This is an optimization exercise on Yosys and OpenROAD, whose aim is small area, a short achievable clock period and few clock cycles per item, not a production implementation.
Only simulation tests tie the RTL to the original design; equivalence was not proved.
Power figures rest on the tool's default switching activity, not on a simulated workload.

== build 46 ==
==> flow/design.v (excerpt) <==
module iir_biquad_tdm (
  input  logic               clk,
  input  logic               reset,
  input  logic               in_valid,
  output logic               in_ready,
  input  logic [1:0]         in_ch,
  input  logic [16:0]        x,
  input  logic               coef_we,
  input  logic [2:0]         coef_sel,
  input  logic [16:0]        coef_data,
  output logic               out_valid,
  output logic [1:0]         out_ch,
  output logic [16:0]        y,
  output logic               ovf
);
Size: roughly 4500 cells after synthesis, about 65 I/O pins, about 0.054 mm^2 of cells after synthesis.
clock: 13.0 ns
lec_check: 0
cap_margin: 20
core_margin: 2
core_utilization: 40
cts_cluster_diameter: 90
cts_cluster_size: 30
slew_margin: 20
standard.sh (not shown) runs the stock make flow with config.mk's settings and CLKGATE_MAP_FILE= SYNTH_SCRIPT=/design/flow/synth_recipe.tcl, a recipe that flattens the netlist after the stock synthesis.
==> flow/flow/run.sh <==
#!/bin/bash
# Standard ORFS layout with three changes to how it is made:
#  - after the standard synthesis, flow/invopt.py re-chooses the polarity of
#    each full adder (and of some two-level gates) to cancel the inverters
#    synthesis leaves between adders; the logic and registers are unchanged;
#  - the port buffers use a plain buffer cell instead of a delay buffer;
#  - the timing repair aims below the clock period (setup margin).
# Each tool's output goes to a log file of its own in this folder.
set -euo pipefail
cd "$(dirname "$0")/.."
KNOBS=(BUFFER_PORTS_ARGS="-buffer_cell sky130_fd_sc_hd__buf_4" SETUP_SLACK_MARGIN=9.3)
RES="$PWD/orfs/results/sky130hd/iir_biquad_tdm/base"
bash standard.sh "${KNOBS[@]}" "$RES/1_2_yosys.v" > flow_synth.log 2>&1
cp "$RES/1_2_yosys.v" yosys_netlist.v
python3 flow/invopt.py yosys_netlist.v "$RES/1_2_yosys.v" > invopt.log 2>&1
bash standard.sh "${KNOBS[@]}" finish > flow_make.log 2>&1
Other scripts of this flow, unchanged in this note and not shown: flow/flow/invopt.py
Testbench counts of build 46, summed over its fixed seeds: cycles 4,256, items 4,096.
### build 46 -> build 16
Settings: CTS_CLUSTER_DIAMETER: 90 -> 80; CTS_CLUSTER_SIZE: 30 -> 26.
==> comparison <==
- Going from build 46 to build 16, multi-input logic portion of the cell area shrinks by 0.17 points.
- Measured against each other, build 46 and build 16 differ in pin count of the biggest net entering global routing, the higher figure coming from build 16.
- Build 16 against build 46: worst setup slack lower, net switching share of the total power shows no meaningful change.
Modified inputs, build 10 compared to build 16
Settings: SLEW_MARGIN changed from 20 to 5; CAP_MARGIN changed from 20 to 5.
### Flow results
Any difference in total area of multi-input combinational cells between build 10 and build 16 is small enough to ignore. Diff build 10..build 16 | global-route usage | negligible. The final non-filler cell area on build 10 is in line with that on build 16. The clock network power share of build 10 and that of build 16 are within noise of each other. Overall power consumption sits higher in build 10 than in build 16. Re measured slew at the worst slew-check pin: build 16 and build 10 aren't equal, and the higher value belongs to build 10. The critical path depth of build 16 and that of build 10 are within noise of each other. Looking at via count of the first global-routing pass across build 16 and build 10, the one that comes out higher is build 16.
Modified inputs, build 26 compared to build 10
Settings: a change of CAP_MARGIN from 5 to 20; a change of SLEW_MARGIN from 5 to 20.
--- a/flow/flow/run.sh
+++ b/flow/flow/run.sh
@@ -10,3 +10,3 @@
 cd "$(dirname "$0")/.."
-KNOBS=(BUFFER_PORTS_ARGS="-buffer_cell sky130_fd_sc_hd__buf_4" SETUP_SLACK_MARGIN=9.3)
+KNOBS=(BUFFER_PORTS_ARGS="-buffer_cell sky130_fd_sc_hd__buf_4" SETUP_SLACK_MARGIN=9.4)
 RES="$PWD/orfs/results/sky130hd/iir_biquad_tdm/base"
==> summary.txt <==
Net load switching power essentially unchanged between build 26 and build 10. When the final numbers for build 26 and build 10 were put side by side, the total non-filler cell area in the finished layout turned out to be greater in build 26. Diff build 10 -> build 26 | power dissipated in combinational cells | increase of about 1%. Build 26 vs. build 10: maximum frequency went up about 0.35%; post-synthesis to final-layout area growth went up 0.79 points. Build 26: sequential share of layout area is 0.18 points lower than what build 10 reported.


Another version of the RTL of iir_biquad_tdm (not shown whole).
For scale: about 4500 cells after synthesis.
Settings: LEC_CHECK=0, CAP_MARGIN=20, CORE_MARGIN=2, CORE_UTILIZATION=40, CTS_CLUSTER_DIAMETER=90, CTS_CLUSTER_SIZE=30, SLEW_MARGIN=20; clock period 13.0 ns.
==> flow/flow/run.sh <==
#!/bin/bash
# Standard ORFS layout with three changes to how it is made:
#  - after the standard synthesis, flow/invopt.py re-chooses the polarity of
#    each full adder (and of some two-level gates) to cancel the inverters
#    synthesis leaves between adders; the logic and registers are unchanged;
#  - the port buffers use a plain buffer cell instead of a delay buffer;
#  - the timing repair aims below the clock period (setup margin).
# Each tool's output goes to a log file of its own in this folder.
set -euo pipefail
cd "$(dirname "$0")/.."
KNOBS=(BUFFER_PORTS_ARGS="-buffer_cell sky130_fd_sc_hd__buf_4" SETUP_SLACK_MARGIN=9.22)
RES="$PWD/orfs/results/sky130hd/iir_biquad_tdm/base"
bash standard.sh "${KNOBS[@]}" "$RES/1_2_yosys.v" > flow_synth.log 2>&1
cp "$RES/1_2_yosys.v" yosys_netlist.v
python3 flow/invopt.py yosys_netlist.v "$RES/1_2_yosys.v" > invopt.log 2>&1
bash standard.sh "${KNOBS[@]}" finish > flow_make.log 2>&1
Other scripts of this flow, unchanged in this note and not shown: flow/flow/invopt.py
Testbench counts at the start, summed over its fixed seeds: cycles 4,256, items 4,096.
Then changed:
--- a/flow/flow/run.sh
+++ b/flow/flow/run.sh
@@ -9,5 +9,5 @@
 set -euo pipefail
 cd "$(dirname "$0")/.."
-KNOBS=(BUFFER_PORTS_ARGS="-buffer_cell sky130_fd_sc_hd__buf_4" SETUP_SLACK_MARGIN=9.22)
+KNOBS=(BUFFER_PORTS_ARGS="-buffer_cell sky130_fd_sc_hd__buf_4" SETUP_SLACK_MARGIN=9.3)
 RES="$PWD/orfs/results/sky130hd/iir_biquad_tdm/base"
 bash standard.sh "${KNOBS[@]}" "$RES/1_2_yosys.v" > flow_synth.log 2>&1
Outcome:
- clock skew barely changes
- setup slack is better by 0.019 ns
- combinational power hardly moves
Then changed:
- TNS_END_PERCENT: unset -> 0
Outcome: The new run completed without violations; total power shrinks by 0.56%; die area stays the same; non-clock buffer count grows by 14; maximum frequency shrinks by 1.6%; sequential share of layout area is about the same; clock skew grows by 0.0088 ns; via count stays flat; wire length shrinks by 0.61%; sequential power hardly moves; cell area hardly moves; first-iteration DRC count shrinks by 13%.

port drivers added, routing unchanged:
Ports are ideal in the flow. The routed layouts listed here were re-timed in OpenROAD.
Step 1 sets driving cells, clkbuf_16 on the clock port and buf_2 on the other inputs (assumed; they add their load-dependent delay and slew).
Step 2 adds t to the input delays and takes it off the output delays; t is the mean of the earliest and latest rising clock arrival at the registers after step 1. Input paths then give back, and output paths get back, about the clock's delay inside the block.
Three values: no drivers, after step 1, after step 2; two values: the first two.
run	t (ns)	slack for setup (ns)	hold slack, ns
build 46	0.697	9.306 / 9.236 / 8.596	0.304 / 0.304 / 0.304
build 16	0.714	9.303 / 9.226 / 8.680	0.291 / 0.291 / 0.291
build 10	0.701	9.304 / 9.227 / 8.702	0.318 / 0.318 / 0.318
build 26	0.691	9.317 / 9.245 / 8.836	0.320 / 0.320 / 0.320
the first run of note 2	0.687	9.269 / 9.197 / 8.726	0.324 / 0.324 / 0.324
the second run of note 2	0.681	9.288 / 9.218 / 8.723	0.320 / 0.320 / 0.320
the third run of note 2	0.696	9.229 / 9.165 / 8.701	0.301 / 0.301 / 0.301
After both steps every run listed still meets setup and hold. The setup slack of build 46, which loses most, moves by -0.070 ns with the drivers and by -0.710 ns with both steps.
